Source: an optimization exercise on an open RTL-to-GDS flow (aim: small area, a short achievable clock period and few clock cycles per item). Production flows keep margins and buffers that such runs may drop. Only simulation tests tie the RTL to the original design; equivalence was not proved.

--- flow/design.v ---
`default_nettype none
package nemd_pkg;
  localparam logic [1:0]  REG_ATTACK = 2'd0;
  localparam logic [1:0]  REG_RISE   = 2'd1;
  localparam logic [1:0]  REG_FALL   = 2'd2;
  localparam logic [15:0] ATTACK_RESET = 16'd5243;
  localparam logic [8:0]  RISE_RESET   = 9'd179;
  localparam logic [8:0]  FALL_RESET   = 9'd72;
  localparam logic        ACT_OFF = 1'b1;
  localparam logic [11:0] REST_BELOW = 12'd20;
  localparam logic [11:0] PITCH_LOW  = 12'd110;
  localparam logic [11:0] PITCH_HIGH = 12'd850;
  localparam logic [16:0] PITCH_SPAN = 17'd740;
  localparam logic [16:0] ONE_Q16    = 17'h10000;
  localparam logic [16:0] BASE_Q16   = 17'd42598;
  localparam logic [14:0] DEPTH_Q16  = 15'd22938;
  localparam logic [15:0] DUR_MAX    = 16'hFFFF;
  typedef struct packed {
    logic        start;
    logic [16:0] rem_init;
    logic [15:0] num_lo;
    logic [16:0] divisor;
  } div_req_t;
  typedef struct packed {
    logic        done;
    logic [15:0] quot;
  } div_rsp_t;
endpackage
`default_nettype wire
`default_nettype none
import nemd_pkg::*;
module nemd_div (
  input  logic               clk,
  input  logic               rst,
  input  nemd_pkg::div_req_t req,
  output nemd_pkg::div_rsp_t rsp
);
  logic        busy;
  logic        done;
  logic [3:0]  cnt;
  logic [16:0] rem;
  logic [15:0] num;
  logic [16:0] dvsr;
  logic [15:0] quot;
  logic [17:0] trial;
  logic [17:0] diff;
  logic        fits;
  always_comb begin
    trial = {rem, num[15]};
    diff  = trial - {1'b0, dvsr};
    fits  = (trial >= {1'b0, dvsr});
  end
  always_ff @(posedge clk) begin
    if (rst) begin
      busy <= 1'b0;
      done <= 1'b0;
      cnt  <= 4'd0;
    end else begin
      done <= 1'b0;
      if (req.start) begin
        busy <= 1'b1;
        cnt  <= 4'd15;
      end else if (busy) begin
        cnt <= cnt - 4'd1;
        if (cnt == 4'd0) begin
          busy <= 1'b0;
          done <= 1'b1;
        end
      end
    end
  end
  always_ff @(posedge clk) begin
    if (req.start) begin
      rem  <= req.rem_init;
      num  <= req.num_lo;
      dvsr <= req.divisor;
    end else if (busy) begin
      rem  <= fits ? diff[16:0] : trial[16:0];
      num  <= {num[14:0], 1'b0};
      quot <= {quot[14:0], fits};
    end
  end
  assign rsp.done = done;
  assign rsp.quot = quot;
endmodule
`default_nettype wire
`default_nettype none
import nemd_pkg::*;
module note_envelope_motor_drive (
  input  logic        clk,
  input  logic        rst,
  input  logic        s_tvalid,
  output logic        s_tready,
  input  logic [63:0] s_tdata,
  input  logic        s_tuser,
  output logic        m_tvalid,
  input  logic        m_tready,
  output logic [7:0]  m_tdata,
  input  logic        psel,
  input  logic        penable,
  input  logic        pwrite,
  input  logic [3:0]  paddr,
  input  logic [31:0] pwdata,
  output logic [31:0] prdata,
  output logic        pready
);
  localparam int DEPTH = 29;
  logic [15:0] attack_fraction;
  logic [8:0]  rise_gain;
  logic [8:0]  fall_gain;
  logic [15:0] level;
  logic [16:0] att_dec;
  logic [4:0]  be_rn, be_ro, be_rt, be_fn, be_fo, be_ft;
  logic [4:0]  bh_rp1, bh_rp2, bh_rm1, bh_rm2, bh_fp1, bh_fp2, bh_fm1, bh_fm2;
  wire [9:0] wa = 10'd256 - {1'b0, pwdata[8:0]};
  wire [10:0] wx = {wa, 1'b0};
  wire [4:0] wa_n, wa_o, wa_t;
  for (genvar j = 0; j < 5; j++) begin : g_benc
    assign wa_n[j] = wx[2*j+2] & (wa_o[j] | wa_t[j]);
    assign wa_o[j] = wx[2*j+1] ^ wx[2*j];
    assign wa_t[j] = (wx[2*j+2] & ~wx[2*j+1] & ~wx[2*j]) | (~wx[2*j+2] & wx[2*j+1] & wx[2*j]);
  end
  logic        s_tready_q;
  logic [4:0] inflight;
  logic [4:0] fcount;
  logic [4:0] wptr, rptr;
  logic [8*DEPTH-1:0] fmem;
  logic        p1_v;
  logic        p1_dsat;
  logic [9:0] p1_x;
  logic [15:0] p1_el;
  logic [11:0] p1_tempo;
  logic [11:0] p1_rem;
  logic [15:0] p1_nq;
  logic        p2_v;
  logic        p2_dsat;
  logic [9:0] p2_x;
  logic [15:0] p2_el;
  logic [11:0] p2_tempo;
  logic [11:0] p2_rem;
  logic [15:0] p2_nq;
  logic        p3_v;
  logic        p3_dsat;
  logic [9:0] p3_x;
  logic [15:0] p3_el;
  logic [11:0] p3_tempo;
  logic [11:0] p3_rem;
  logic [15:0] p3_nq;
  logic        p4_v;
  logic        p4_dsat;
  logic [9:0] p4_x;
  logic [15:0] p4_el;
  logic [11:0] p4_tempo;
  logic [11:0] p4_rem;
  logic [15:0] p4_nq;
  logic        p5_v;
  logic        p5_dsat;
  logic [9:0] p5_x;
  logic [15:0] p5_el;
  logic [11:0] p5_tempo;
  logic [11:0] p5_rem;
  logic [15:0] p5_nq;
  logic        p6_v;
  logic        p6_dsat;
  logic [9:0] p6_x;
  logic [15:0] p6_el;
  logic [11:0] p6_tempo;
  logic [11:0] p6_rem;
  logic [15:0] p6_nq;
  logic        p7_v;
  logic        p7_pfull;
  logic [9:0] p7_x;
  logic [15:0] p7_dur;
  logic [15:0] p7_rem;
  logic [15:0] p7_nq;
  logic        p8_v;
  logic        p8_pfull;
  logic [9:0] p8_x;
  logic [15:0] p8_dur;
  logic [15:0] p8_rem;
  logic [15:0] p8_nq;
  logic        p9_v;
  logic        p9_pfull;
  logic [9:0] p9_x;
  logic [15:0] p9_dur;
  logic [15:0] p9_rem;
  logic [15:0] p9_nq;
  logic        p10_v;
  logic        p10_pfull;
  logic [9:0] p10_x;
  logic [15:0] p10_dur;
  logic [15:0] p10_rem;
  logic [15:0] p10_nq;
  logic        p11_v;
  logic        p11_pfull;
  logic [9:0] p11_x;
  logic [15:0] p11_dur;
  logic [15:0] p11_rem;
  logic [15:0] p11_nq;
  logic        p12_v;
  logic        p12_pfull;
  logic [9:0] p12_x;
  logic [15:0] p12_dur;
  logic [15:0] p12_rem;
  logic [15:0] p12_nq;
  logic        p13_v;
  logic        p13_pfull;
  logic [9:0] p13_x;
  logic [15:0] p13_dur;
  logic [15:0] p13_rem;
  logic [15:0] p13_nq;
  logic        p14_v;
  logic        p14_att;
  logic [9:0] p14_x;
  logic [16:0] p14_pd;
  logic        p15_v;
  logic        p15_att;
  logic [9:0] p15_x;
  logic [15:0] p15_rem;
  logic [15:0] p15_nq;
  logic        p16_v;
  logic        p16_att;
  logic [9:0] p16_x;
  logic [15:0] p16_rem;
  logic [15:0] p16_nq;
  logic        p17_v;
  logic        p17_att;
  logic [9:0] p17_x;
  logic [15:0] p17_rem;
  logic [15:0] p17_nq;
  logic        p18_v;
  logic        p18_att;
  logic [9:0] p18_x;
  logic [15:0] p18_rem;
  logic [15:0] p18_nq;
  logic        p19_v;
  logic        p19_att;
  logic [9:0] p19_x;
  logic [15:0] p19_rem;
  logic [15:0] p19_nq;
  logic        p20_v;
  logic        p20_att;
  logic [9:0] p20_x;
  logic [15:0] p20_rem;
  logic [15:0] p20_nq;
  logic        p21_v;
  logic        p21_att;
  logic [15:0] p21_rem;
  logic [15:0] p21_nq;
  logic        p21_kill;
  logic        p21_tz;
  logic [16:0] p21_pitch;
  logic        p22_v;
  logic        p22_att;
  logic [15:0] p22_rem;
  logic [15:0] p22_nq;
  logic        p22_kill;
  logic        p22_tz;
  logic [14:0] p22_sm;
  logic        p23_v;
  logic        p23_att;
  logic        p23_kill;
  logic        p23_tz;
  logic [23:0] p23_s255;
  logic [15:0] p23_op;
  logic        p24_v;
  logic        p24_kill;
  logic        p24_tz;
  logic [32:0] p24_x;
  logic [7:0] p24_oh;
  logic [23:0] p24_s255;
  logic        p25_v;
  logic        p25_kill;
  logic [15:0] p25_tg;
  logic        p26_v;
  logic        p26_kill;
  logic [15:0] p26_tg;
  logic [26:0] p26_pr;
  logic [26:0] p26_pf;
  assign pready = 1'b1;
  logic [31:0] prdata_q;
  always_ff @(posedge clk) begin
    case (paddr[3:2])
      REG_ATTACK: prdata_q <= {16'd0, attack_fraction};
      REG_RISE:   prdata_q <= {23'd0, rise_gain};
      REG_FALL:   prdata_q <= {23'd0, fall_gain};
      default:    prdata_q <= 32'd0;
    endcase
  end
  assign prdata = prdata_q;
  always_ff @(posedge clk) begin
    if (rst) begin
      attack_fraction <= ATTACK_RESET;
      rise_gain       <= RISE_RESET;
      fall_gain       <= FALL_RESET;
      att_dec         <= ONE_Q16 - {1'b0, ATTACK_RESET};
      bh_rp1 <= 5'd13; bh_rp2 <= 5'd0; bh_rm1 <= 5'd2; bh_rm2 <= 5'd0;
      bh_fp1 <= 5'd16; bh_fp2 <= 5'd0; bh_fm1 <= 5'd8; bh_fm2 <= 5'd2;
      be_rn <= 5'd2; be_ro <= 5'd15; be_rt <= 5'd0;
      be_fn <= 5'd10; be_fo <= 5'd24; be_ft <= 5'd2;
    end else if (psel && penable && pwrite) begin
      case (paddr[3:2])
        REG_ATTACK: begin attack_fraction <= pwdata[15:0]; att_dec <= ONE_Q16 - {1'b0, pwdata[15:0]}; end
        REG_RISE:   begin rise_gain <= pwdata[8:0]; be_rn <= wa_n; be_ro <= wa_o; be_rt <= wa_t; bh_rp1 <= wa_o & ~wa_n; bh_rp2 <= wa_t & ~wa_n; bh_rm1 <= wa_o & wa_n; bh_rm2 <= wa_t & wa_n; end
        REG_FALL:   begin fall_gain <= pwdata[8:0]; be_fn <= wa_n; be_fo <= wa_o; be_ft <= wa_t; bh_fp1 <= wa_o & ~wa_n; bh_fp2 <= wa_t & ~wa_n; bh_fm1 <= wa_o & wa_n; bh_fm2 <= wa_t & wa_n; end
        default:    ;
      endcase
    end
  end
  wire [11:0] i_freq  = s_tdata[13:2];
  wire [15:0] i_len   = s_tdata[29:14];
  wire [15:0] i_el    = s_tdata[45:30];
  wire [11:0] i_tempo = s_tdata[57:46];
  wire i_kill = (s_tuser == ACT_OFF) | ~s_tdata[0];
  wire i_tz = ~s_tdata[1] | (i_freq < REST_BELOW) | (i_tempo == 12'd0) |
              ((i_len[15:4] == 12'd0) && ({i_len[3:0], 8'd0} < i_tempo));
  wire i_dsat = ({4'd0, i_len[15:8]} >= i_tempo);
  wire [11:0] i_fm = i_freq - PITCH_LOW;
  wire [9:0] i_x = (i_freq <= PITCH_LOW) ? 10'd0 : (i_freq >= PITCH_HIGH) ? 10'd740 : i_fm[9:0];
  wire i_v = s_tvalid & s_tready_q;
  wire [15:0] ia_nqi = {i_len[7:0], 8'd0};
  wire [12:0] ia_t0 = {{4'd0, i_len[15:8]}, ia_nqi[15]};
  wire [13:0] ia_d0 = {1'd0, ia_t0} - {2'd0, i_tempo};
  wire ia_f0 = ~ia_d0[13];
  wire [11:0] ia_r0 = ia_f0 ? ia_d0[11:0] : ia_t0[11:0];
  wire [15:0] ia_n0 = {ia_nqi[14:0], ia_f0};
  wire [9:0] i_xf = i_kill ? 10'd1023 : i_tz ? 10'd1022 : i_x;
  always_ff @(posedge clk) p1_v <= rst ? 1'b0 : i_v;
  always_ff @(posedge clk) p1_dsat <= i_dsat;
  always_ff @(posedge clk) p1_x <= i_xf;
  always_ff @(posedge clk) p1_el <= i_el;
  always_ff @(posedge clk) p1_tempo <= i_tempo;
  always_ff @(posedge clk) p1_rem <= ia_r0;
  always_ff @(posedge clk) p1_nq <= ia_n0;
  wire [12:0] s1_t0 = {p1_rem, p1_nq[15]};
  wire [13:0] s1_d0 = {1'd0, s1_t0} - {2'd0, p1_tempo};
  wire s1_f0 = ~s1_d0[13];
  wire [11:0] s1_r0 = s1_f0 ? s1_d0[11:0] : s1_t0[11:0];
  wire [15:0] s1_n0 = {p1_nq[14:0], s1_f0};
  wire [12:0] s1_t1 = {s1_r0, s1_n0[15]};
  wire [13:0] s1_d1 = {1'd0, s1_t1} - {2'd0, p1_tempo};
  wire s1_f1 = ~s1_d1[13];
  wire [11:0] s1_r1 = s1_f1 ? s1_d1[11:0] : s1_t1[11:0];
  wire [15:0] s1_n1 = {s1_n0[14:0], s1_f1};
  wire [12:0] s1_t2 = {s1_r1, s1_n1[15]};
  wire [13:0] s1_d2 = {1'd0, s1_t2} - {2'd0, p1_tempo};
  wire s1_f2 = ~s1_d2[13];
  wire [11:0] s1_r2 = s1_f2 ? s1_d2[11:0] : s1_t2[11:0];
  wire [15:0] s1_n2 = {s1_n1[14:0], s1_f2};
  always_ff @(posedge clk) p2_v <= rst ? 1'b0 : p1_v;
  always_ff @(posedge clk) p2_dsat <= p1_dsat;
  always_ff @(posedge clk) p2_x <= p1_x;
  always_ff @(posedge clk) p2_el <= p1_el;
  always_ff @(posedge clk) p2_tempo <= p1_tempo;
  always_ff @(posedge clk) p2_rem <= s1_r2;
  always_ff @(posedge clk) p2_nq <= s1_n2;
  wire [12:0] s2_t0 = {p2_rem, p2_nq[15]};
  wire [13:0] s2_d0 = {1'd0, s2_t0} - {2'd0, p2_tempo};
  wire s2_f0 = ~s2_d0[13];
  wire [11:0] s2_r0 = s2_f0 ? s2_d0[11:0] : s2_t0[11:0];
  wire [15:0] s2_n0 = {p2_nq[14:0], s2_f0};
  wire [12:0] s2_t1 = {s2_r0, s2_n0[15]};
  wire [13:0] s2_d1 = {1'd0, s2_t1} - {2'd0, p2_tempo};
  wire s2_f1 = ~s2_d1[13];
  wire [11:0] s2_r1 = s2_f1 ? s2_d1[11:0] : s2_t1[11:0];
  wire [15:0] s2_n1 = {s2_n0[14:0], s2_f1};
  wire [12:0] s2_t2 = {s2_r1, s2_n1[15]};
  wire [13:0] s2_d2 = {1'd0, s2_t2} - {2'd0, p2_tempo};
  wire s2_f2 = ~s2_d2[13];
  wire [11:0] s2_r2 = s2_f2 ? s2_d2[11:0] : s2_t2[11:0];
  wire [15:0] s2_n2 = {s2_n1[14:0], s2_f2};
  always_ff @(posedge clk) p3_v <= rst ? 1'b0 : p2_v;
  always_ff @(posedge clk) p3_dsat <= p2_dsat;
  always_ff @(posedge clk) p3_x <= p2_x;
  always_ff @(posedge clk) p3_el <= p2_el;
  always_ff @(posedge clk) p3_tempo <= p2_tempo;
  always_ff @(posedge clk) p3_rem <= s2_r2;
  always_ff @(posedge clk) p3_nq <= s2_n2;
  wire [12:0] s3_t0 = {p3_rem, p3_nq[15]};
  wire [13:0] s3_d0 = {1'd0, s3_t0} - {2'd0, p3_tempo};
  wire s3_f0 = ~s3_d0[13];
  wire [11:0] s3_r0 = s3_f0 ? s3_d0[11:0] : s3_t0[11:0];
  wire [15:0] s3_n0 = {p3_nq[14:0], s3_f0};
  wire [12:0] s3_t1 = {s3_r0, s3_n0[15]};
  wire [13:0] s3_d1 = {1'd0, s3_t1} - {2'd0, p3_tempo};
  wire s3_f1 = ~s3_d1[13];
  wire [11:0] s3_r1 = s3_f1 ? s3_d1[11:0] : s3_t1[11:0];
  wire [15:0] s3_n1 = {s3_n0[14:0], s3_f1};
  wire [12:0] s3_t2 = {s3_r1, s3_n1[15]};
  wire [13:0] s3_d2 = {1'd0, s3_t2} - {2'd0, p3_tempo};
  wire s3_f2 = ~s3_d2[13];
  wire [11:0] s3_r2 = s3_f2 ? s3_d2[11:0] : s3_t2[11:0];
  wire [15:0] s3_n2 = {s3_n1[14:0], s3_f2};
  always_ff @(posedge clk) p4_v <= rst ? 1'b0 : p3_v;
  always_ff @(posedge clk) p4_dsat <= p3_dsat;
  always_ff @(posedge clk) p4_x <= p3_x;
  always_ff @(posedge clk) p4_el <= p3_el;
  always_ff @(posedge clk) p4_tempo <= p3_tempo;
  always_ff @(posedge clk) p4_rem <= s3_r2;
  always_ff @(posedge clk) p4_nq <= s3_n2;
  wire [12:0] s4_t0 = {p4_rem, p4_nq[15]};
  wire [13:0] s4_d0 = {1'd0, s4_t0} - {2'd0, p4_tempo};
  wire s4_f0 = ~s4_d0[13];
  wire [11:0] s4_r0 = s4_f0 ? s4_d0[11:0] : s4_t0[11:0];
  wire [15:0] s4_n0 = {p4_nq[14:0], s4_f0};
  wire [12:0] s4_t1 = {s4_r0, s4_n0[15]};
  wire [13:0] s4_d1 = {1'd0, s4_t1} - {2'd0, p4_tempo};
  wire s4_f1 = ~s4_d1[13];
  wire [11:0] s4_r1 = s4_f1 ? s4_d1[11:0] : s4_t1[11:0];
  wire [15:0] s4_n1 = {s4_n0[14:0], s4_f1};
  wire [12:0] s4_t2 = {s4_r1, s4_n1[15]};
  wire [13:0] s4_d2 = {1'd0, s4_t2} - {2'd0, p4_tempo};
  wire s4_f2 = ~s4_d2[13];
  wire [11:0] s4_r2 = s4_f2 ? s4_d2[11:0] : s4_t2[11:0];
  wire [15:0] s4_n2 = {s4_n1[14:0], s4_f2};
  always_ff @(posedge clk) p5_v <= rst ? 1'b0 : p4_v;
  always_ff @(posedge clk) p5_dsat <= p4_dsat;
  always_ff @(posedge clk) p5_x <= p4_x;
  always_ff @(posedge clk) p5_el <= p4_el;
  always_ff @(posedge clk) p5_tempo <= p4_tempo;
  always_ff @(posedge clk) p5_rem <= s4_r2;
  always_ff @(posedge clk) p5_nq <= s4_n2;
  wire [12:0] s5_t0 = {p5_rem, p5_nq[15]};
  wire [13:0] s5_d0 = {1'd0, s5_t0} - {2'd0, p5_tempo};
  wire s5_f0 = ~s5_d0[13];
  wire [11:0] s5_r0 = s5_f0 ? s5_d0[11:0] : s5_t0[11:0];
  wire [15:0] s5_n0 = {p5_nq[14:0], s5_f0};
  wire [12:0] s5_t1 = {s5_r0, s5_n0[15]};
  wire [13:0] s5_d1 = {1'd0, s5_t1} - {2'd0, p5_tempo};
  wire s5_f1 = ~s5_d1[13];
  wire [11:0] s5_r1 = s5_f1 ? s5_d1[11:0] : s5_t1[11:0];
  wire [15:0] s5_n1 = {s5_n0[14:0], s5_f1};
  wire [12:0] s5_t2 = {s5_r1, s5_n1[15]};
  wire [13:0] s5_d2 = {1'd0, s5_t2} - {2'd0, p5_tempo};
  wire s5_f2 = ~s5_d2[13];
  wire [11:0] s5_r2 = s5_f2 ? s5_d2[11:0] : s5_t2[11:0];
  wire [15:0] s5_n2 = {s5_n1[14:0], s5_f2};
  always_ff @(posedge clk) p6_v <= rst ? 1'b0 : p5_v;
  always_ff @(posedge clk) p6_dsat <= p5_dsat;
  always_ff @(posedge clk) p6_x <= p5_x;
  always_ff @(posedge clk) p6_el <= p5_el;
  always_ff @(posedge clk) p6_tempo <= p5_tempo;
  always_ff @(posedge clk) p6_rem <= s5_r2;
  always_ff @(posedge clk) p6_nq <= s5_n2;
  wire [15:0] s6_dur = p6_dsat ? DUR_MAX : p6_nq;
  wire s6_pfull = (p6_el >= s6_dur);
  wire [15:0] s6_nqi = 16'd0;
  wire [16:0] s6_t0 = {p6_el, s6_nqi[15]};
  wire [17:0] s6_d0 = {1'd0, s6_t0} - {2'd0, s6_dur};
  wire s6_f0 = ~s6_d0[17];
  wire [15:0] s6_r0 = s6_f0 ? s6_d0[15:0] : s6_t0[15:0];
  wire [15:0] s6_n0 = {s6_nqi[14:0], s6_f0};
  wire [16:0] s6_t1 = {s6_r0, s6_n0[15]};
  wire [17:0] s6_d1 = {1'd0, s6_t1} - {2'd0, s6_dur};
  wire s6_f1 = ~s6_d1[17];
  wire [15:0] s6_r1 = s6_f1 ? s6_d1[15:0] : s6_t1[15:0];
  wire [15:0] s6_n1 = {s6_n0[14:0], s6_f1};
  always_ff @(posedge clk) p7_v <= rst ? 1'b0 : p6_v;
  always_ff @(posedge clk) p7_pfull <= s6_pfull;
  always_ff @(posedge clk) p7_x <= p6_x;
  always_ff @(posedge clk) p7_dur <= s6_dur;
  always_ff @(posedge clk) p7_rem <= s6_r1;
  always_ff @(posedge clk) p7_nq <= s6_n1;
  wire [16:0] s7_t0 = {p7_rem, p7_nq[15]};
  wire [17:0] s7_d0 = {1'd0, s7_t0} - {2'd0, p7_dur};
  wire s7_f0 = ~s7_d0[17];
  wire [15:0] s7_r0 = s7_f0 ? s7_d0[15:0] : s7_t0[15:0];
  wire [15:0] s7_n0 = {p7_nq[14:0], s7_f0};
  wire [16:0] s7_t1 = {s7_r0, s7_n0[15]};
  wire [17:0] s7_d1 = {1'd0, s7_t1} - {2'd0, p7_dur};
  wire s7_f1 = ~s7_d1[17];
  wire [15:0] s7_r1 = s7_f1 ? s7_d1[15:0] : s7_t1[15:0];
  wire [15:0] s7_n1 = {s7_n0[14:0], s7_f1};
  always_ff @(posedge clk) p8_v <= rst ? 1'b0 : p7_v;
  always_ff @(posedge clk) p8_pfull <= p7_pfull;
  always_ff @(posedge clk) p8_x <= p7_x;
  always_ff @(posedge clk) p8_dur <= p7_dur;
  always_ff @(posedge clk) p8_rem <= s7_r1;
  always_ff @(posedge clk) p8_nq <= s7_n1;
  wire [16:0] s8_t0 = {p8_rem, p8_nq[15]};
  wire [17:0] s8_d0 = {1'd0, s8_t0} - {2'd0, p8_dur};
  wire s8_f0 = ~s8_d0[17];
  wire [15:0] s8_r0 = s8_f0 ? s8_d0[15:0] : s8_t0[15:0];
  wire [15:0] s8_n0 = {p8_nq[14:0], s8_f0};
  wire [16:0] s8_t1 = {s8_r0, s8_n0[15]};
  wire [17:0] s8_d1 = {1'd0, s8_t1} - {2'd0, p8_dur};
  wire s8_f1 = ~s8_d1[17];
  wire [15:0] s8_r1 = s8_f1 ? s8_d1[15:0] : s8_t1[15:0];
  wire [15:0] s8_n1 = {s8_n0[14:0], s8_f1};
  always_ff @(posedge clk) p9_v <= rst ? 1'b0 : p8_v;
  always_ff @(posedge clk) p9_pfull <= p8_pfull;
  always_ff @(posedge clk) p9_x <= p8_x;
  always_ff @(posedge clk) p9_dur <= p8_dur;
  always_ff @(posedge clk) p9_rem <= s8_r1;
  always_ff @(posedge clk) p9_nq <= s8_n1;
  wire [16:0] s9_t0 = {p9_rem, p9_nq[15]};
  wire [17:0] s9_d0 = {1'd0, s9_t0} - {2'd0, p9_dur};
  wire s9_f0 = ~s9_d0[17];
  wire [15:0] s9_r0 = s9_f0 ? s9_d0[15:0] : s9_t0[15:0];
  wire [15:0] s9_n0 = {p9_nq[14:0], s9_f0};
  wire [16:0] s9_t1 = {s9_r0, s9_n0[15]};
  wire [17:0] s9_d1 = {1'd0, s9_t1} - {2'd0, p9_dur};
  wire s9_f1 = ~s9_d1[17];
  wire [15:0] s9_r1 = s9_f1 ? s9_d1[15:0] : s9_t1[15:0];
  wire [15:0] s9_n1 = {s9_n0[14:0], s9_f1};
  always_ff @(posedge clk) p10_v <= rst ? 1'b0 : p9_v;
  always_ff @(posedge clk) p10_pfull <= p9_pfull;
  always_ff @(posedge clk) p10_x <= p9_x;
  always_ff @(posedge clk) p10_dur <= p9_dur;
  always_ff @(posedge clk) p10_rem <= s9_r1;
  always_ff @(posedge clk) p10_nq <= s9_n1;
  wire [16:0] s10_t0 = {p10_rem, p10_nq[15]};
  wire [17:0] s10_d0 = {1'd0, s10_t0} - {2'd0, p10_dur};
  wire s10_f0 = ~s10_d0[17];
  wire [15:0] s10_r0 = s10_f0 ? s10_d0[15:0] : s10_t0[15:0];
  wire [15:0] s10_n0 = {p10_nq[14:0], s10_f0};
  wire [16:0] s10_t1 = {s10_r0, s10_n0[15]};
  wire [17:0] s10_d1 = {1'd0, s10_t1} - {2'd0, p10_dur};
  wire s10_f1 = ~s10_d1[17];
  wire [15:0] s10_r1 = s10_f1 ? s10_d1[15:0] : s10_t1[15:0];
  wire [15:0] s10_n1 = {s10_n0[14:0], s10_f1};
  always_ff @(posedge clk) p11_v <= rst ? 1'b0 : p10_v;
  always_ff @(posedge clk) p11_pfull <= p10_pfull;
  always_ff @(posedge clk) p11_x <= p10_x;
  always_ff @(posedge clk) p11_dur <= p10_dur;
  always_ff @(posedge clk) p11_rem <= s10_r1;
  always_ff @(posedge clk) p11_nq <= s10_n1;
  wire [16:0] s11_t0 = {p11_rem, p11_nq[15]};
  wire [17:0] s11_d0 = {1'd0, s11_t0} - {2'd0, p11_dur};
  wire s11_f0 = ~s11_d0[17];
  wire [15:0] s11_r0 = s11_f0 ? s11_d0[15:0] : s11_t0[15:0];
  wire [15:0] s11_n0 = {p11_nq[14:0], s11_f0};
  wire [16:0] s11_t1 = {s11_r0, s11_n0[15]};
  wire [17:0] s11_d1 = {1'd0, s11_t1} - {2'd0, p11_dur};
  wire s11_f1 = ~s11_d1[17];
  wire [15:0] s11_r1 = s11_f1 ? s11_d1[15:0] : s11_t1[15:0];
  wire [15:0] s11_n1 = {s11_n0[14:0], s11_f1};
  always_ff @(posedge clk) p12_v <= rst ? 1'b0 : p11_v;
  always_ff @(posedge clk) p12_pfull <= p11_pfull;
  always_ff @(posedge clk) p12_x <= p11_x;
  always_ff @(posedge clk) p12_dur <= p11_dur;
  always_ff @(posedge clk) p12_rem <= s11_r1;
  always_ff @(posedge clk) p12_nq <= s11_n1;
  wire [16:0] s12_t0 = {p12_rem, p12_nq[15]};
  wire [17:0] s12_d0 = {1'd0, s12_t0} - {2'd0, p12_dur};
  wire s12_f0 = ~s12_d0[17];
  wire [15:0] s12_r0 = s12_f0 ? s12_d0[15:0] : s12_t0[15:0];
  wire [15:0] s12_n0 = {p12_nq[14:0], s12_f0};
  wire [16:0] s12_t1 = {s12_r0, s12_n0[15]};
  wire [17:0] s12_d1 = {1'd0, s12_t1} - {2'd0, p12_dur};
  wire s12_f1 = ~s12_d1[17];
  wire [15:0] s12_r1 = s12_f1 ? s12_d1[15:0] : s12_t1[15:0];
  wire [15:0] s12_n1 = {s12_n0[14:0], s12_f1};
  always_ff @(posedge clk) p13_v <= rst ? 1'b0 : p12_v;
  always_ff @(posedge clk) p13_pfull <= p12_pfull;
  always_ff @(posedge clk) p13_x <= p12_x;
  always_ff @(posedge clk) p13_dur <= p12_dur;
  always_ff @(posedge clk) p13_rem <= s12_r1;
  always_ff @(posedge clk) p13_nq <= s12_n1;
  wire [16:0] s13_t0 = {p13_rem, p13_nq[15]};
  wire [17:0] s13_d0 = {1'd0, s13_t0} - {2'd0, p13_dur};
  wire s13_f0 = ~s13_d0[17];
  wire [15:0] s13_r0 = s13_f0 ? s13_d0[15:0] : s13_t0[15:0];
  wire [15:0] s13_n0 = {p13_nq[14:0], s13_f0};
  wire [16:0] s13_t1 = {s13_r0, s13_n0[15]};
  wire [17:0] s13_d1 = {1'd0, s13_t1} - {2'd0, p13_dur};
  wire s13_f1 = ~s13_d1[17];
  wire [15:0] s13_r1 = s13_f1 ? s13_d1[15:0] : s13_t1[15:0];
  wire [15:0] s13_n1 = {s13_n0[14:0], s13_f1};
  wire [16:0] s13_phase = p13_pfull ? ONE_Q16 : {1'b0, s13_n1};
  wire s13_att = (attack_fraction != 16'd0) && (s13_phase < {1'b0, attack_fraction});
  wire [16:0] s13_dd = s13_phase - {1'b0, attack_fraction};
  wire [16:0] s13_pdv = s13_att ? s13_phase : s13_dd;
  always_ff @(posedge clk) p14_v <= rst ? 1'b0 : p13_v;
  always_ff @(posedge clk) p14_att <= s13_att;
  always_ff @(posedge clk) p14_x <= p13_x;
  always_ff @(posedge clk) p14_pd <= s13_pdv;
  wire [31:0] s14_num = {15'd0, p14_pd} * 32'd22938;
  wire [15:0] s14_rem = p14_att ? p14_pd[15:0] : s14_num[31:16];
  wire [15:0] s14_nq = p14_att ? 16'd0 : s14_num[15:0];
  wire [16:0] s14_div = p14_att ? div_att : div_dec;
  always_ff @(posedge clk) p15_v <= rst ? 1'b0 : p14_v;
  always_ff @(posedge clk) p15_att <= p14_att;
  always_ff @(posedge clk) p15_x <= p14_x;
  always_ff @(posedge clk) p15_rem <= s14_rem;
  always_ff @(posedge clk) p15_nq <= s14_nq;
  wire [16:0] div_att = {1'b0, attack_fraction};
  wire [16:0] div_dec = att_dec;
  wire [16:0] s15_div = p15_att ? div_att : div_dec;
  wire [16:0] s15_t0 = {p15_rem, p15_nq[15]};
  wire [17:0] s15_d0 = {1'd0, s15_t0} - {1'd0, s15_div};
  wire s15_f0 = ~s15_d0[17];
  wire [15:0] s15_r0 = s15_f0 ? s15_d0[15:0] : s15_t0[15:0];
  wire [15:0] s15_n0 = {p15_nq[14:0], s15_f0};
  wire [16:0] s15_t1 = {s15_r0, s15_n0[15]};
  wire [17:0] s15_d1 = {1'd0, s15_t1} - {1'd0, s15_div};
  wire s15_f1 = ~s15_d1[17];
  wire [15:0] s15_r1 = s15_f1 ? s15_d1[15:0] : s15_t1[15:0];
  wire [15:0] s15_n1 = {s15_n0[14:0], s15_f1};
  always_ff @(posedge clk) p16_v <= rst ? 1'b0 : p15_v;
  always_ff @(posedge clk) p16_att <= p15_att;
  always_ff @(posedge clk) p16_x <= p15_x;
  always_ff @(posedge clk) p16_rem <= s15_r1;
  always_ff @(posedge clk) p16_nq <= s15_n1;
  wire [16:0] s16_div = p16_att ? div_att : div_dec;
  wire [16:0] s16_t0 = {p16_rem, p16_nq[15]};
  wire [17:0] s16_d0 = {1'd0, s16_t0} - {1'd0, s16_div};
  wire s16_f0 = ~s16_d0[17];
  wire [15:0] s16_r0 = s16_f0 ? s16_d0[15:0] : s16_t0[15:0];
  wire [15:0] s16_n0 = {p16_nq[14:0], s16_f0};
  wire [16:0] s16_t1 = {s16_r0, s16_n0[15]};
  wire [17:0] s16_d1 = {1'd0, s16_t1} - {1'd0, s16_div};
  wire s16_f1 = ~s16_d1[17];
  wire [15:0] s16_r1 = s16_f1 ? s16_d1[15:0] : s16_t1[15:0];
  wire [15:0] s16_n1 = {s16_n0[14:0], s16_f1};
  always_ff @(posedge clk) p17_v <= rst ? 1'b0 : p16_v;
  always_ff @(posedge clk) p17_att <= p16_att;
  always_ff @(posedge clk) p17_x <= p16_x;
  always_ff @(posedge clk) p17_rem <= s16_r1;
  always_ff @(posedge clk) p17_nq <= s16_n1;
  wire [16:0] s17_div = p17_att ? div_att : div_dec;
  wire [16:0] s17_t0 = {p17_rem, p17_nq[15]};
  wire [17:0] s17_d0 = {1'd0, s17_t0} - {1'd0, s17_div};
  wire s17_f0 = ~s17_d0[17];
  wire [15:0] s17_r0 = s17_f0 ? s17_d0[15:0] : s17_t0[15:0];
  wire [15:0] s17_n0 = {p17_nq[14:0], s17_f0};
  wire [16:0] s17_t1 = {s17_r0, s17_n0[15]};
  wire [17:0] s17_d1 = {1'd0, s17_t1} - {1'd0, s17_div};
  wire s17_f1 = ~s17_d1[17];
  wire [15:0] s17_r1 = s17_f1 ? s17_d1[15:0] : s17_t1[15:0];
  wire [15:0] s17_n1 = {s17_n0[14:0], s17_f1};
  always_ff @(posedge clk) p18_v <= rst ? 1'b0 : p17_v;
  always_ff @(posedge clk) p18_att <= p17_att;
  always_ff @(posedge clk) p18_x <= p17_x;
  always_ff @(posedge clk) p18_rem <= s17_r1;
  always_ff @(posedge clk) p18_nq <= s17_n1;
  wire [16:0] s18_div = p18_att ? div_att : div_dec;
  wire [16:0] s18_t0 = {p18_rem, p18_nq[15]};
  wire [17:0] s18_d0 = {1'd0, s18_t0} - {1'd0, s18_div};
  wire s18_f0 = ~s18_d0[17];
  wire [15:0] s18_r0 = s18_f0 ? s18_d0[15:0] : s18_t0[15:0];
  wire [15:0] s18_n0 = {p18_nq[14:0], s18_f0};
  wire [16:0] s18_t1 = {s18_r0, s18_n0[15]};
  wire [17:0] s18_d1 = {1'd0, s18_t1} - {1'd0, s18_div};
  wire s18_f1 = ~s18_d1[17];
  wire [15:0] s18_r1 = s18_f1 ? s18_d1[15:0] : s18_t1[15:0];
  wire [15:0] s18_n1 = {s18_n0[14:0], s18_f1};
  always_ff @(posedge clk) p19_v <= rst ? 1'b0 : p18_v;
  always_ff @(posedge clk) p19_att <= p18_att;
  always_ff @(posedge clk) p19_x <= p18_x;
  always_ff @(posedge clk) p19_rem <= s18_r1;
  always_ff @(posedge clk) p19_nq <= s18_n1;
  wire [16:0] s19_div = p19_att ? div_att : div_dec;
  wire [16:0] s19_t0 = {p19_rem, p19_nq[15]};
  wire [17:0] s19_d0 = {1'd0, s19_t0} - {1'd0, s19_div};
  wire s19_f0 = ~s19_d0[17];
  wire [15:0] s19_r0 = s19_f0 ? s19_d0[15:0] : s19_t0[15:0];
  wire [15:0] s19_n0 = {p19_nq[14:0], s19_f0};
  wire [16:0] s19_t1 = {s19_r0, s19_n0[15]};
  wire [17:0] s19_d1 = {1'd0, s19_t1} - {1'd0, s19_div};
  wire s19_f1 = ~s19_d1[17];
  wire [15:0] s19_r1 = s19_f1 ? s19_d1[15:0] : s19_t1[15:0];
  wire [15:0] s19_n1 = {s19_n0[14:0], s19_f1};
  always_ff @(posedge clk) p20_v <= rst ? 1'b0 : p19_v;
  always_ff @(posedge clk) p20_att <= p19_att;
  always_ff @(posedge clk) p20_x <= p19_x;
  always_ff @(posedge clk) p20_rem <= s19_r1;
  always_ff @(posedge clk) p20_nq <= s19_n1;
  wire [16:0] s20_div = p20_att ? div_att : div_dec;
  wire [16:0] s20_t0 = {p20_rem, p20_nq[15]};
  wire [17:0] s20_d0 = {1'd0, s20_t0} - {1'd0, s20_div};
  wire s20_f0 = ~s20_d0[17];
  wire [15:0] s20_r0 = s20_f0 ? s20_d0[15:0] : s20_t0[15:0];
  wire [15:0] s20_n0 = {p20_nq[14:0], s20_f0};
  wire [16:0] s20_t1 = {s20_r0, s20_n0[15]};
  wire [17:0] s20_d1 = {1'd0, s20_t1} - {1'd0, s20_div};
  wire s20_f1 = ~s20_d1[17];
  wire [15:0] s20_r1 = s20_f1 ? s20_d1[15:0] : s20_t1[15:0];
  wire [15:0] s20_n1 = {s20_n0[14:0], s20_f1};
  wire s20_kill = (p20_x == 10'd1023);
  wire s20_tz = (p20_x[9:1] == 9'h1FF);
  wire [31:0] s20_pm = {22'd0, p20_x} * 32'd2902005;
  always_ff @(posedge clk) p21_v <= rst ? 1'b0 : p20_v;
  always_ff @(posedge clk) p21_att <= p20_att;
  always_ff @(posedge clk) p21_rem <= s20_r1;
  always_ff @(posedge clk) p21_nq <= s20_n1;
  always_ff @(posedge clk) p21_kill <= s20_kill;
  always_ff @(posedge clk) p21_tz <= s20_tz;
  always_ff @(posedge clk) p21_pitch <= s20_pm[31:15];
  wire [16:0] s21_div = p21_att ? div_att : div_dec;
  wire [16:0] s21_t0 = {p21_rem, p21_nq[15]};
  wire [17:0] s21_d0 = {1'd0, s21_t0} - {1'd0, s21_div};
  wire s21_f0 = ~s21_d0[17];
  wire [15:0] s21_r0 = s21_f0 ? s21_d0[15:0] : s21_t0[15:0];
  wire [15:0] s21_n0 = {p21_nq[14:0], s21_f0};
  wire [16:0] s21_t1 = {s21_r0, s21_n0[15]};
  wire [17:0] s21_d1 = {1'd0, s21_t1} - {1'd0, s21_div};
  wire s21_f1 = ~s21_d1[17];
  wire [15:0] s21_r1 = s21_f1 ? s21_d1[15:0] : s21_t1[15:0];
  wire [15:0] s21_n1 = {s21_n0[14:0], s21_f1};
  wire [31:0] s21_sm = {15'd0, p21_pitch} * 32'd22938;
  always_ff @(posedge clk) p22_v <= rst ? 1'b0 : p21_v;
  always_ff @(posedge clk) p22_att <= p21_att;
  always_ff @(posedge clk) p22_rem <= s21_r1;
  always_ff @(posedge clk) p22_nq <= s21_n1;
  always_ff @(posedge clk) p22_kill <= p21_kill;
  always_ff @(posedge clk) p22_tz <= p21_tz;
  always_ff @(posedge clk) p22_sm <= s21_sm[30:16];
  wire [16:0] s22_div = p22_att ? div_att : div_dec;
  wire [16:0] s22_t0 = {p22_rem, p22_nq[15]};
  wire [17:0] s22_d0 = {1'd0, s22_t0} - {1'd0, s22_div};
  wire s22_f0 = ~s22_d0[17];
  wire [15:0] s22_r0 = s22_f0 ? s22_d0[15:0] : s22_t0[15:0];
  wire [15:0] s22_n0 = {p22_nq[14:0], s22_f0};
  wire [16:0] s22_t1 = {s22_r0, s22_n0[15]};
  wire [17:0] s22_d1 = {1'd0, s22_t1} - {1'd0, s22_div};
  wire s22_f1 = ~s22_d1[17];
  wire [15:0] s22_r1 = s22_f1 ? s22_d1[15:0] : s22_t1[15:0];
  wire [15:0] s22_n1 = {s22_n0[14:0], s22_f1};
  wire [23:0] s22_s255 = 24'd10862490 + {1'b0, p22_sm, 8'd0} - {9'd0, p22_sm};
  wire [15:0] s22_op = p22_att ? s22_n1 : ~s22_n1;
  always_ff @(posedge clk) p23_v <= rst ? 1'b0 : p22_v;
  always_ff @(posedge clk) p23_att <= p22_att;
  always_ff @(posedge clk) p23_kill <= p22_kill;
  always_ff @(posedge clk) p23_tz <= p22_tz;
  always_ff @(posedge clk) p23_s255 <= s22_s255;
  always_ff @(posedge clk) p23_op <= s22_op;
  wire [15:0] s23_op = p23_op;
  wire [23:0] s23_ad = p23_att ? 24'd0 : p23_s255;
  wire [32:0] s23_x_ye = {9'd0, p23_s255};
  wire [32:0] s23_x = ({33{s23_op[7:0][0]}} & (s23_x_ye << 0)) + ({33{s23_op[7:0][1]}} & (s23_x_ye << 1)) + ({33{s23_op[7:0][2]}} & (s23_x_ye << 2)) + ({33{s23_op[7:0][3]}} & (s23_x_ye << 3)) + ({33{s23_op[7:0][4]}} & (s23_x_ye << 4)) + ({33{s23_op[7:0][5]}} & (s23_x_ye << 5)) + ({33{s23_op[7:0][6]}} & (s23_x_ye << 6)) + ({33{s23_op[7:0][7]}} & (s23_x_ye << 7)) + {9'd0, s23_ad};
  always_ff @(posedge clk) p24_v <= rst ? 1'b0 : p23_v;
  always_ff @(posedge clk) p24_kill <= p23_kill;
  always_ff @(posedge clk) p24_tz <= p23_tz;
  always_ff @(posedge clk) p24_x <= s23_x;
  always_ff @(posedge clk) p24_oh <= s23_op[15:8];
  always_ff @(posedge clk) p24_s255 <= p23_s255;
  wire [39:0] s24_sc_ye = {16'd0, p24_s255};
  wire [39:0] s24_sc = ({40{p24_oh[0]}} & (s24_sc_ye << 8)) + ({40{p24_oh[1]}} & (s24_sc_ye << 9)) + ({40{p24_oh[2]}} & (s24_sc_ye << 10)) + ({40{p24_oh[3]}} & (s24_sc_ye << 11)) + ({40{p24_oh[4]}} & (s24_sc_ye << 12)) + ({40{p24_oh[5]}} & (s24_sc_ye << 13)) + ({40{p24_oh[6]}} & (s24_sc_ye << 14)) + ({40{p24_oh[7]}} & (s24_sc_ye << 15)) + {7'd0, p24_x};
  wire [15:0] s24_tg = p24_tz ? 16'd0 : s24_sc[39:24];
  always_ff @(posedge clk) p25_v <= rst ? 1'b0 : p24_v;
  always_ff @(posedge clk) p25_kill <= p24_kill;
  always_ff @(posedge clk) p25_tg <= s24_tg;
  wire [26:0] grm0 = be_ro[0] ? {11'd0, p25_tg} : be_rt[0] ? {10'd0, p25_tg, 1'b0} : 27'd0;
  wire [26:0] grr0 = (~be_rn[0] ? ~grm0 : grm0) << 0;
  wire [26:0] grm1 = be_ro[1] ? {11'd0, p25_tg} : be_rt[1] ? {10'd0, p25_tg, 1'b0} : 27'd0;
  wire [26:0] grr1 = (~be_rn[1] ? ~grm1 : grm1) << 2;
  wire [26:0] grm2 = be_ro[2] ? {11'd0, p25_tg} : be_rt[2] ? {10'd0, p25_tg, 1'b0} : 27'd0;
  wire [26:0] grr2 = (~be_rn[2] ? ~grm2 : grm2) << 4;
  wire [26:0] grm3 = be_ro[3] ? {11'd0, p25_tg} : be_rt[3] ? {10'd0, p25_tg, 1'b0} : 27'd0;
  wire [26:0] grr3 = (~be_rn[3] ? ~grm3 : grm3) << 6;
  wire [26:0] grm4 = be_ro[4] ? {11'd0, p25_tg} : be_rt[4] ? {10'd0, p25_tg, 1'b0} : 27'd0;
  wire [26:0] grr4 = (~be_rn[4] ? ~grm4 : grm4) << 8;
  wire [26:0] s25_pr = {3'd0, p25_tg, 8'd0} + grr0 + grr1 + grr2 + grr3 + grr4 + 27'd341;
  wire [26:0] gfm0 = be_fo[0] ? {11'd0, p25_tg} : be_ft[0] ? {10'd0, p25_tg, 1'b0} : 27'd0;
  wire [26:0] gfr0 = (~be_fn[0] ? ~gfm0 : gfm0) << 0;
  wire [26:0] gfm1 = be_fo[1] ? {11'd0, p25_tg} : be_ft[1] ? {10'd0, p25_tg, 1'b0} : 27'd0;
  wire [26:0] gfr1 = (~be_fn[1] ? ~gfm1 : gfm1) << 2;
  wire [26:0] gfm2 = be_fo[2] ? {11'd0, p25_tg} : be_ft[2] ? {10'd0, p25_tg, 1'b0} : 27'd0;
  wire [26:0] gfr2 = (~be_fn[2] ? ~gfm2 : gfm2) << 4;
  wire [26:0] gfm3 = be_fo[3] ? {11'd0, p25_tg} : be_ft[3] ? {10'd0, p25_tg, 1'b0} : 27'd0;
  wire [26:0] gfr3 = (~be_fn[3] ? ~gfm3 : gfm3) << 6;
  wire [26:0] gfm4 = be_fo[4] ? {11'd0, p25_tg} : be_ft[4] ? {10'd0, p25_tg, 1'b0} : 27'd0;
  wire [26:0] gfr4 = (~be_fn[4] ? ~gfm4 : gfm4) << 8;
  wire [26:0] s25_pf = {3'd0, p25_tg, 8'd0} + gfr0 + gfr1 + gfr2 + gfr3 + gfr4 + 27'd596;
  always_ff @(posedge clk) p26_v <= rst ? 1'b0 : p25_v;
  always_ff @(posedge clk) p26_kill <= p25_kill;
  always_ff @(posedge clk) p26_tg <= p25_tg;
  always_ff @(posedge clk) p26_pr <= s25_pr;
  always_ff @(posedge clk) p26_pf <= s25_pf;
  wire rising = (p26_tg > level);
  wire [16:0] lrf0 = ({17{bh_rp1[0]}} & {1'b0, level}) | ({17{bh_rp2[0]}} & {level, 1'b0}) |
                      ({17{bh_rm1[0]}} & ~{1'b0, level}) | ({17{bh_rm2[0]}} & ~{level, 1'b0});
  wire [26:0] lrr0 = {{10{bh_rm1[0] | bh_rm2[0]}}, lrf0} << 0;
  wire [16:0] lrf1 = ({17{bh_rp1[1]}} & {1'b0, level}) | ({17{bh_rp2[1]}} & {level, 1'b0}) |
                      ({17{bh_rm1[1]}} & ~{1'b0, level}) | ({17{bh_rm2[1]}} & ~{level, 1'b0});
  wire [26:0] lrr1 = {{10{bh_rm1[1] | bh_rm2[1]}}, lrf1} << 2;
  wire [16:0] lrf2 = ({17{bh_rp1[2]}} & {1'b0, level}) | ({17{bh_rp2[2]}} & {level, 1'b0}) |
                      ({17{bh_rm1[2]}} & ~{1'b0, level}) | ({17{bh_rm2[2]}} & ~{level, 1'b0});
  wire [26:0] lrr2 = {{10{bh_rm1[2] | bh_rm2[2]}}, lrf2} << 4;
  wire [16:0] lrf3 = ({17{bh_rp1[3]}} & {1'b0, level}) | ({17{bh_rp2[3]}} & {level, 1'b0}) |
                      ({17{bh_rm1[3]}} & ~{1'b0, level}) | ({17{bh_rm2[3]}} & ~{level, 1'b0});
  wire [26:0] lrr3 = {{10{bh_rm1[3] | bh_rm2[3]}}, lrf3} << 6;
  wire [16:0] lrf4 = ({17{bh_rp1[4]}} & {1'b0, level}) | ({17{bh_rp2[4]}} & {level, 1'b0}) |
                      ({17{bh_rm1[4]}} & ~{1'b0, level}) | ({17{bh_rm2[4]}} & ~{level, 1'b0});
  wire [26:0] lrr4 = {{10{bh_rm1[4] | bh_rm2[4]}}, lrf4} << 8;
  wire [26:0] s_r = lrr0 + lrr1 + lrr2 + lrr3 + lrr4 + p26_pr;
  wire [16:0] lff0 = ({17{bh_fp1[0]}} & {1'b0, level}) | ({17{bh_fp2[0]}} & {level, 1'b0}) |
                      ({17{bh_fm1[0]}} & ~{1'b0, level}) | ({17{bh_fm2[0]}} & ~{level, 1'b0});
  wire [26:0] lfr0 = {{10{bh_fm1[0] | bh_fm2[0]}}, lff0} << 0;
  wire [16:0] lff1 = ({17{bh_fp1[1]}} & {1'b0, level}) | ({17{bh_fp2[1]}} & {level, 1'b0}) |
                      ({17{bh_fm1[1]}} & ~{1'b0, level}) | ({17{bh_fm2[1]}} & ~{level, 1'b0});
  wire [26:0] lfr1 = {{10{bh_fm1[1] | bh_fm2[1]}}, lff1} << 2;
  wire [16:0] lff2 = ({17{bh_fp1[2]}} & {1'b0, level}) | ({17{bh_fp2[2]}} & {level, 1'b0}) |
                      ({17{bh_fm1[2]}} & ~{1'b0, level}) | ({17{bh_fm2[2]}} & ~{level, 1'b0});
  wire [26:0] lfr2 = {{10{bh_fm1[2] | bh_fm2[2]}}, lff2} << 4;
  wire [16:0] lff3 = ({17{bh_fp1[3]}} & {1'b0, level}) | ({17{bh_fp2[3]}} & {level, 1'b0}) |
                      ({17{bh_fm1[3]}} & ~{1'b0, level}) | ({17{bh_fm2[3]}} & ~{level, 1'b0});
  wire [26:0] lfr3 = {{10{bh_fm1[3] | bh_fm2[3]}}, lff3} << 6;
  wire [16:0] lff4 = ({17{bh_fp1[4]}} & {1'b0, level}) | ({17{bh_fp2[4]}} & {level, 1'b0}) |
                      ({17{bh_fm1[4]}} & ~{1'b0, level}) | ({17{bh_fm2[4]}} & ~{level, 1'b0});
  wire [26:0] lfr4 = {{10{bh_fm1[4] | bh_fm2[4]}}, lff4} << 8;
  wire [26:0] s_f = lfr0 + lfr1 + lfr2 + lfr3 + lfr4 + p26_pf;
  wire [18:0] q_r = s_r[26:8];
  wire [18:0] q_f = s_f[26:8];
  wire [15:0] n_r = (q_r[17:8] == 10'd0) ? 16'd0 : (q_r[17:16] != 2'd0) ? 16'hFFFF : q_r[15:0];
  wire [15:0] n_f = (q_f[18] | (q_f[17:8] == 10'd0)) ? 16'd0 : q_f[15:0];
  wire [15:0] lvl_next = p26_kill ? 16'd0 : rising ? n_r : n_f;
  wire res_v = p26_v;
  always_ff @(posedge clk) begin
    if (rst) level <= 16'd0;
    else if (res_v) level <= lvl_next;
  end
  wire take = m_tvalid & m_tready;
  logic fifo_we;
  always_ff @(posedge clk) fifo_we <= rst ? 1'b0 : res_v;
  wire [7:0] fifo_wd = level[15:8];
  wire [4:0] inflight_next = inflight + {4'd0, i_v} - {4'd0, take};
  always_ff @(posedge clk) begin
    if (rst) begin
      inflight   <= 5'd0;
      s_tready_q <= 1'b1;
      fcount     <= 5'd0;
      wptr       <= 5'd0;
      rptr       <= 5'd0;
    end else begin
      inflight   <= inflight_next;
      s_tready_q <= (inflight_next < 5'd29);
      fcount     <= fcount + {4'd0, fifo_we} - {4'd0, take};
      if (fifo_we) wptr <= (wptr == 5'd28) ? 5'd0 : wptr + 5'd1;
      if (take) rptr <= (rptr == 5'd28) ? 5'd0 : rptr + 5'd1;
    end
  end
  for (genvar e = 0; e < DEPTH; e++) begin : g_fifo
    always_ff @(posedge clk) if (fifo_we && (wptr == 5'(e))) fmem[8*e +: 8] <= fifo_wd;
  end
  assign s_tready = s_tready_q;
  logic        m_tvalid_q;
  logic [7:0]  m_tdata_q;
  wire [4:0] fcount_next = fcount + {4'd0, fifo_we} - {4'd0, take};
  wire [4:0] rptr_next = take ? ((rptr == 5'd28) ? 5'd0 : rptr + 5'd1) : rptr;
  always_ff @(posedge clk) begin
    m_tvalid_q <= rst ? 1'b0 : (fcount_next != 5'd0);
    m_tdata_q  <= (fifo_we && (rptr_next == wptr)) ? fifo_wd : fmem[8*rptr_next +: 8];
  end
  assign m_tvalid = m_tvalid_q;
  assign m_tdata  = m_tdata_q;
endmodule
`default_nettype wire
--- flow/run.sh ---
#!/bin/bash
# synth_recipe.tcl (not shown) runs the flow's synth.tcl, then flattens the netlist and writes it again
# the make line also repeats each setting of config.mk as NAME=value (left out here)
make -C /OpenROAD-flow-scripts/flow DESIGN_CONFIG=/design/flow/config.mk WORK_HOME=/design/flow/orfs CLKGATE_MAP_FILE= SYNTH_SCRIPT=/design/flow/synth_recipe.tcl finish
--- flow/config.mk ---
export PLATFORM = sky130hd
export DESIGN_NAME = note_envelope_motor_drive
export DESIGN_NICKNAME = note_envelope_motor_drive
export VERILOG_FILES = /design/flow/design.v
export SDC_FILE = /design/flow/constraint.sdc
export NUM_CORES = 4
export LEC_CHECK = 0
export ABC_AREA = 1
export CAP_MARGIN = 20
export CORE_MARGIN = 2
export CORE_UTILIZATION = 55
export CTS_CLUSTER_DIAMETER = 100
export CTS_CLUSTER_SIZE = 20
export SETUP_SLACK_MARGIN = 4.5
export SLEW_MARGIN = 20
--- flow/constraint.sdc ---
create_clock -name core_clock -period 10.0 [get_ports {clk}]
set_input_delay 2.0000 -clock core_clock [delete_from_list [all_inputs] [get_ports {clk}]]
set_output_delay 2.0000 -clock core_clock [all_outputs]
set_load 0.01 [all_outputs]
==> results of run 1 <==
stage by stage:
| step | cells | setup slack (ns) | cell area [sq um] | hold WS, ns |
|---|---|---|---|---|
| 4_1_cts | 18879 | 4.46 | 137000 | 0.310 |
| 2_1_floorplan | 15839 | 4.59 | 129000 | 0.310 |
| 3_3_place_gp | 18623 | 2.63 | 132000 | 0.310 |
| 5_1_grt | 19170 | 4.24 | 142000 | 0.310 |
| 3_5_place_dp | 18624 | 2.39 | 132000 | 0.312 |
| 6_report | 19172 | 4.49 | 142000 | 0.292 |
cell usage in the layout (no fill, tap or decap), types with 49 or more instances in the layout:
| cell type | instances |
|---|---|
| xor2_1 | 573 |
| nand4_1 | 79 |
| clkbuf_16 | 106 |
| inv_1 | 2361 |
| or2_2 | 77 |
| o21ai_0 | 1035 |
| a21oi_1 | 1159 |
| nand3_1 | 439 |
| o22ai_1 | 333 |
| fa_1 | 863 |
| o211ai_1 | 91 |
| nor2_1 | 808 |
| nand2_1 | 2750 |
| a211oi_1 | 49 |
| clkdlybuf4s50_1 | 108 |
| a21o_1 | 54 |
| o21ai_2 | 53 |
| a21oi_2 | 59 |
| nand2_2 | 77 |
| nor3_1 | 98 |
| edfxtp_1 | 232 |
| dfxtp_1 | 1360 |
| o21ai_1 | 120 |
| ha_1 | 1318 |
| inv_2 | 54 |
| ha_4 | 75 |
| buf_4 | 366 |
| dfxtp_2 | 86 |
| clkinvlp_4 | 107 |
| xnor2_1 | 313 |
| o21a_1 | 51 |
metal layers:
layer,global-route usage,vias to the layer above,wire length (microns),part of all wire
li1,-,51903,-,-
met1,0.394,50938,155000,0.43
met2,0.490,3463,168000,0.46
met3,0.0388,748,25000,0.069
met4,0.113,4,15500,0.042
met5,0,-,36,0.000099
sequential cells by signal, summed over array words and instances (netlist names), 17 cells and up:
| name | count |
|---|---|
| p21_pitch | 17 |
| p24_x | 25 |
| att_dec | 17 |
| p23_s255 | 24 |
| p26_pf | 27 |
| p26_pr | 26 |
| p24_s255 | 24 |
| fmem | 232 |
| p14_pd | 17 |
cells by family (layout without fill, tap and decap cells):
family,count (synthesis),after routing,share of synthesized area
xor+xnor,888,888,0.0605
flops,1708,1708,0.284
mux,2,2,0.000175
other cells,2,26,0.0000583
buf+inv,3069,3251,0.0919
compound gates,3350,3350,0.147
simple gates,4531,4542,0.145
fa+ha+maj,2273,2273,0.272
path summary, 6_finish.rpt:
path,depth (start not counted),slack [ns],end,start
setup / recovery,45,4.49,p2_rem[4],p1_tempo[2]
hold / removal,0,0.29,p11_nq[2],p10_nq[0]
setup reg to reg,45,4.49,p2_rem[4],p1_tempo[2]
hold reg to reg,0,0.29,p11_nq[2],p10_nq[0]
area by class of cell:
class | count | share of cell area
Clock buffer | 122 | 0.0191
Tap cell | 3132 | 0.0276
Clock inverter | 32 | 0.00307
Inverter | 2531 | 0.0700
Multi-Input combinational cell | 11073 | 0.586
Timing Repair inverter | 42 | 0.00212
Timing Repair Buffer | 524 | 0.0325
Antenna cell | 8 | 0.000141
Sequential cell | 1708 | 0.259
worst max-delay path: cells and delay by family, from the launching register on:
| family | cells | cell delay, ns |
|---|---|---|
| buffers and inverters | 10 | 0.73 |
| flip-flops | 1 | 0.37 |
| AND/OR/NAND/NOR | 26 | 2.68 |
| AO/OA/AOI/OAI | 6 | 0.88 |
| adder cells (fa/ha/maj) | 3 | 0.76 |
timing repair:
item / 4_1_cts / 5_1_grt
endpoints found under the hold margin: 0 / 0
gates resized for setup: 301 / 671
setup endpoints to repair: 234 / 329
gates cloned: 35 / 22
buffers inserted: 66 / 262
pin swaps: 23 / 160
==> summary.txt, run 1 <==
Logic synthesis
  • Async set-reset flop share out of synthesis: 0
  • Leading cell types by total area after synthesis: dfxtp_1 (23%), ha_1 (14%), fa_1 (13%), nand2_1 (8.3%), inv_1 (7.2%)
  • Synth Warn #: 1
  • Mapped Cells: 15,823
  • Cell taking the most area after synthesis: dfxtp_1
  • Count of distinct cell types in the synthesized netlist: 86
  • Most common cell in the synthesized netlist: nand2_1
  • Proportion of netlist area held by the largest area contributor: 0.230
  • Synth top cells by count: nand2_1 (2,835), inv_1 (2,476), dfxtp_1 (1,476), ha_1 (1,406), a21oi_1 (1,212)
  • Post-synthesis instance area: 0.129 sq mm
  • Fraction of the yosys area taken by sequential cells: 0.284
  • Post-synthesis area per instance: 8.13 sq um
  • Number of enable-type register cells in the synthesized netlist: 232
  • Most used flip-flop cell after synthesis: dfxtp_1
  • #FFs+latches synth: 1,708

Timing
  • Final clock period utilization by the worst path: 0.551
  • Timing-limited maximum frequency: 181 MHz
  • Final Hold Violating Endpoints: 0
  • Headroom to the max-slew limit: 0.262
  • Setup repair after global routing missed its margin: yes
  • Post-route setup TNS: 0 ns
  • Clock skew after layout: 0.0805 ns
  • Final critical path time including I/O delays and setup: approximately 5.5 ns
  • Total setup violations reported at the end of the flow: 0
  • Actual transition at the worst max-transition pin: 1.10 ns
  • Slew Viols, Final: 0

Global routing
  • Global Route Usage Sum: 0.296
  • Maximum number of pins on one net before global-route repair: 68
  • Via count of the first global-routing pass: around 100k
  • Total congestion overflow after global routing: 0
  • First-pass GRT wire length: 564,000 microns
  • Initial antenna violation count: 21

Floorplan
  • Floorplan die height: around 500 microns
  • Floorplan row count: 177
  • Horizontal die dimension: 488 microns
  • Number of top-level pins: 151
  • Initial core utilization: 0.553
  • Die area: between 0.2 and 0.25 sq mm
  • Core region area: 0.233 sq mm

Route
  • First-pass DRT Iterations: 7
  • Post-route DRC: 0
  • Post-detailed-route count of antenna-violating nets: 0
  • Via count normalized by instance count: 5.58
  • Overall via count from detail_route: 107,056
  • DRT iter0 DRCs: approximately 8,100
  • Wirelength per Cell: 19.0 microns
  • Drt total wl: 364,000 microns

Setup path
  • Cell occurring most often along the worst timing path: nand2_2
  • Maximum single-stage delay on the critical path: between 0.3 and 0.4 ns
  • Nature of the critical path endpoint: flip-flop
  • Required time at the endpoint of the critical path: 10.71 ns
  • Data arrival at the endpoint of the critical path: 6.22 ns
  • Worst setup SP type: flip-flop
  • Cell with the largest stage delay on the worst path: dfxtp_2
  • Setup CP Type: reg -> reg
  • Largest driver fanout on the critical path: 8

CTS
  • CTS H-tree depth: 3
  • Clock latency on the worst-skew pair: approximately 0.85 ns
  • Clock slew seen by the registers of the worst setup and hold paths: around 0.080 ns
  • TritonCTS clock tree: built
  • Buffer levels on the longest clock path: 3
  • Inserted Clock Buffers: 105
  • Buffer type at the clock tree root: clkbuf_16
  • Quantity of hold-fixing buffers added after cts: 0
  • Clock Sinks: 1,708

Layout
  • Layout fillers: roughly 21,000
  • Final core area utilization: 0.610
  • Sequential cell area: 0.0367 sq mm
  • Layout-stage area growth over the synthesis result: 10.2%
  • Fraction of final layout cells sized beyond drive strength 1: 0.0911
  • Post-layout nets: 18,366
  • Multi-input gate area: 0.0832 sq mm

Flow run
  • Max-cap viol count: 0

Placement
  • Quantity of I/O buffers inserted on ports: 109
  • Routability Congestion: 0.944
  • HPWL after detailed placement: between 200,000 and 300,000 microns

Worst hold path
  • Class of the tightest hold or removal check: reg -> reg

Outcome
  • Outcome: finished clean
Testbench counts, summed over its fixed seeds: cycles 5,248, items 4,800.
==> run 2: changes to the inputs <==
--- a/flow/config.mk
+++ b/flow/config.mk
@@ -11,5 +11,6 @@
 export CORE_UTILIZATION = 55
 export CTS_CLUSTER_DIAMETER = 100
 export CTS_CLUSTER_SIZE = 20
+export PLACE_DENSITY = 0.7
 export SETUP_SLACK_MARGIN = 4.5
 export SLEW_MARGIN = 20
==> run 2 against run 1 <==
Net effect: routed wire length fell by 7.3%; final cell count shrank 0.54%; cell area decreased by 0.80%; global-route usage is 2.3 points lower; critical path type unchanged; still clean; synthesized cell count stayed put; largest cell class unchanged.
==> summary.txt, run 2 <==
Flow run
  • Max-cap viol count: 0

Global routing
  • Maximum number of pins on one net before global-route repair: 88
  • Global Route Usage Sum: 0.273
  • Total congestion overflow after global routing: 0
  • Via count of the first global-routing pass: between 90,000 and 100k
  • Initial antenna violation count: 10
  • First-pass GRT wire length: between 500,000 and 600,000 microns

Setup path
  • Register-to-Register Path Depth: 42
  • Cell family with most CP delay: simple AND/OR/NAND/NOR gates
  • Worst reg-to-reg setup slack: 4.43 ns
  • Required time at the endpoint of the critical path: 10.74 ns
  • WP depth: 42
  • Worst setup SP type: flip-flop
  • Largest driver fanout on the critical path: 6
  • Setup CP Type: reg -> reg
  • Worst Path Buf+Inv: 9
  • Maximum single-stage delay on the critical path: about 0.38 ns
  • Nature of the critical path endpoint: flip-flop
  • Worst r2r dst: p2_rem[1]
  • Startpoint of the lowest-slack register-to-register path: p1_tempo[4]
  • Data arrival at the endpoint of the critical path: 6.31 ns
  • Cell with the largest stage delay on the worst path: dfxtp_4

Placement
  • HPWL after detailed placement: 251,000 microns
  • # placed instances: 18,618
  • Routability Congestion: 0.952
  • Quantity of I/O buffers inserted on ports: 109

Layout
  • Register with the highest flop count: fmem
  • Post-layout nets: 18,270
  • Post-Layout Cell Count: 19,068
  • Max reg flops: 232
  • Fraction of final layout cells sized beyond drive strength 1: 0.0795
  • Leading cell type in the layout, fill and taps excluded: nand2_1
  • Largest registers in the final layout: fmem (232), p26_pf (27), p26_pr (26)
  • Commonest cells after routing, fill and taps aside: nand2_1 (2,756), inv_1 (2,385), dfxtp_1 (1,376), ha_1 (1,335), a21oi_1 (1,172)
  • Layout-stage area growth over the synthesis result: 9.35%

Timing
  • Slew Viols, Final: 0
  • Timing-limited maximum frequency: 179 MHz
  • Final clock period utilization by the worst path: 0.557
  • Clock skew after layout: around 0.04 ns
  • Headroom to the max-slew limit: 0.0670
  • Actual transition at the worst max-transition pin: 1.39 ns
  • Total setup violations reported at the end of the flow: 0
  • Final critical path time including I/O delays and setup: 5.57 ns
  • Final Hold Violating Endpoints: 0
  • Post-route setup TNS: 0 ns
  • Setup repair after global routing missed its margin: yes

Logic synthesis
  • Async set-reset flop share out of synthesis: 0
  • Fraction of the yosys area taken by sequential cells: 0.284
  • Most used flip-flop cell after synthesis: dfxtp_1
  • Synth top cells by count: nand2_1 (2,835), inv_1 (2,476), dfxtp_1 (1,476), ha_1 (1,406), a21oi_1 (1,212)
  • Count of distinct cell types in the synthesized netlist: 86
  • Number of enable-type register cells in the synthesized netlist: 232
  • Proportion of netlist area held by the largest area contributor: 0.230
  • Mapped Cells: 15,823
  • #FFs+latches synth: roughly 1,700
  • Leading cell types by total area after synthesis: dfxtp_1 (23%), ha_1 (14%), fa_1 (13%), nand2_1 (8.3%), inv_1 (7.2%)
  • Post-synthesis area per instance: ~8.1 sq um
  • Cell taking the most area after synthesis: dfxtp_1
  • Most common cell in the synthesized netlist: nand2_1
  • Post-synthesis instance area: 0.129 sq mm
  • Synth Warn #: 1

Floorplan
  • Horizontal die dimension: 488 microns
  • Floorplan die height: 488 microns
  • Die area: 0.238 sq mm
  • Core region area: approximately 0.23 sq mm
  • Floorplan row count: 177
  • Number of top-level pins: 151
  • Initial core utilization: 0.553

Route
  • Post-route DRC: 0
  • Via count normalized by instance count: ~5.5
  • First-pass DRT Iterations: 9
  • DRT iter0 DRCs: 9,023
  • Drt total wl: 338,000 microns
  • Wirelength per Cell: around 18 microns
  • Overall via count from detail_route: 104,946
  • Post-detailed-route count of antenna-violating nets: 0

CTS
  • CTS H-tree depth: 3
  • Buffer levels on the longest clock path: 3
  • Quantity of hold-fixing buffers added after cts: 0
  • Inserted Clock Buffers: 103
  • Clock Sinks: 1,708
  • Clock slew seen by the registers of the worst setup and hold paths: 0.08 ns
  • Clock latency on the worst-skew pair: approximately 0.81 ns
  • Buffer type at the clock tree root: clkbuf_16
  • TritonCTS clock tree: built

Outcome
  • Outcome: finished clean

Worst hold path
  • Class of the tightest hold or removal check: reg -> reg
  • Min-delay src: p20_nq[13]
  • Number of cells on the worst hold path: 0
  • Hold endpoint: p21_nq[15]
run 2: cell counts after synthesis:
No cell type changed its count.
run 2: logic make-up after synthesis:
kind of cell	count (synthesis)	share of synthesized area
buf+inv	3069	0.0919
fa+ha+maj	2273	0.272
compound gates	3350	0.147
xor+xnor	888	0.0605
other cells	2	0.0000583
flops	1708	0.284
mux	2	0.000175
simple gates	4531	0.145
run 2: cell type report:
type                    count  area (sq um)
diodes                      6          15.0
repair buffers            428          4020
fillers                 20336         92000
repair inverters           45           304
inverters                2531          9850
multi-input cells       11072         82800
well taps                3132          3920
clock inverters            28           433
flip-flops and latches   1708         36700
clock buffers             118          2670
run 2: worst max path at each step:
stage	from	end	slack (ns)
finish	p1_tempo[4]	p2_rem[1]	4.43
global route	p1_tempo[4]	p2_rem[11]	4.17
CTS	p2_tempo[1]	p3_rem[0]	4.48
detailed placement	p2_tempo[1]	p3_rem[1]	2.97
global placement	p2_tempo[1]	p3_rem[1]	3.02
floorplan	p1_tempo[1]	p2_rem[6]	4.59
run 2: through the flow:
step,utilization,hold WS (ns),worst slack [ns],cell area (sq um)
detailed placement,0.567,0.312,2.97,132000
CTS,0.587,0.283,4.48,137000
finish,0.605,0.294,4.43,141000
global placement,0.567,0.310,3.02,132000
global route,0.605,0.298,4.17,141000
floorplan,-,0.310,4.59,129000
run 2: what timing repair did:
| action | 4_1_cts | 5_1_grt |
|---|---|---|
| setup endpoints to repair | 259 | 332 |
| resized for setup | 255 | 579 |
| pin swaps | 15 | 142 |
| buffers inserted | 55 | 176 |
| cloned | 32 | 35 |
run 2: per-layer routing:
metal	routed length, microns	global-route usage
met4	13400	0.0931
met2	154000	0.447
met5	0	0
met3	23800	0.0371
met1	146000	0.370

-- what the ideal ports hide --
The results above use ideal ports. As a check the final layouts listed here were re-extracted and re-timed, cells and wires unchanged.
Step 1, drivers: a clkbuf_16 drives clk and a buf_2 each remaining input, both assumed.
Step 2 also shifts input and output timing later by t, the mid clock arrival at the registers, as if the neighbouring blocks saw the same clock.
Three values: no drivers, after step 1, after step 2; two values: the first two.
run | shift t [ns] | setup WS [ns] | worst hold slack (ns) | worst setup path after step 2 | worst data-port slew with drivers (ns)
run 1 | 0.900 | 4.489 / 4.489 / 3.905 | 0.292 / 0.292 / 0.292 | input to register | 0.19
run 2 | 0.865 | 4.425 / 4.425 / 4.135 | 0.294 / 0.294 / 0.294 | input to register | 0.17
After both steps setup and hold are still met in every run listed. For run 1, which loses most, drivers alone change the setup slack by 0.000 ns; drivers and shift together by -0.584 ns.
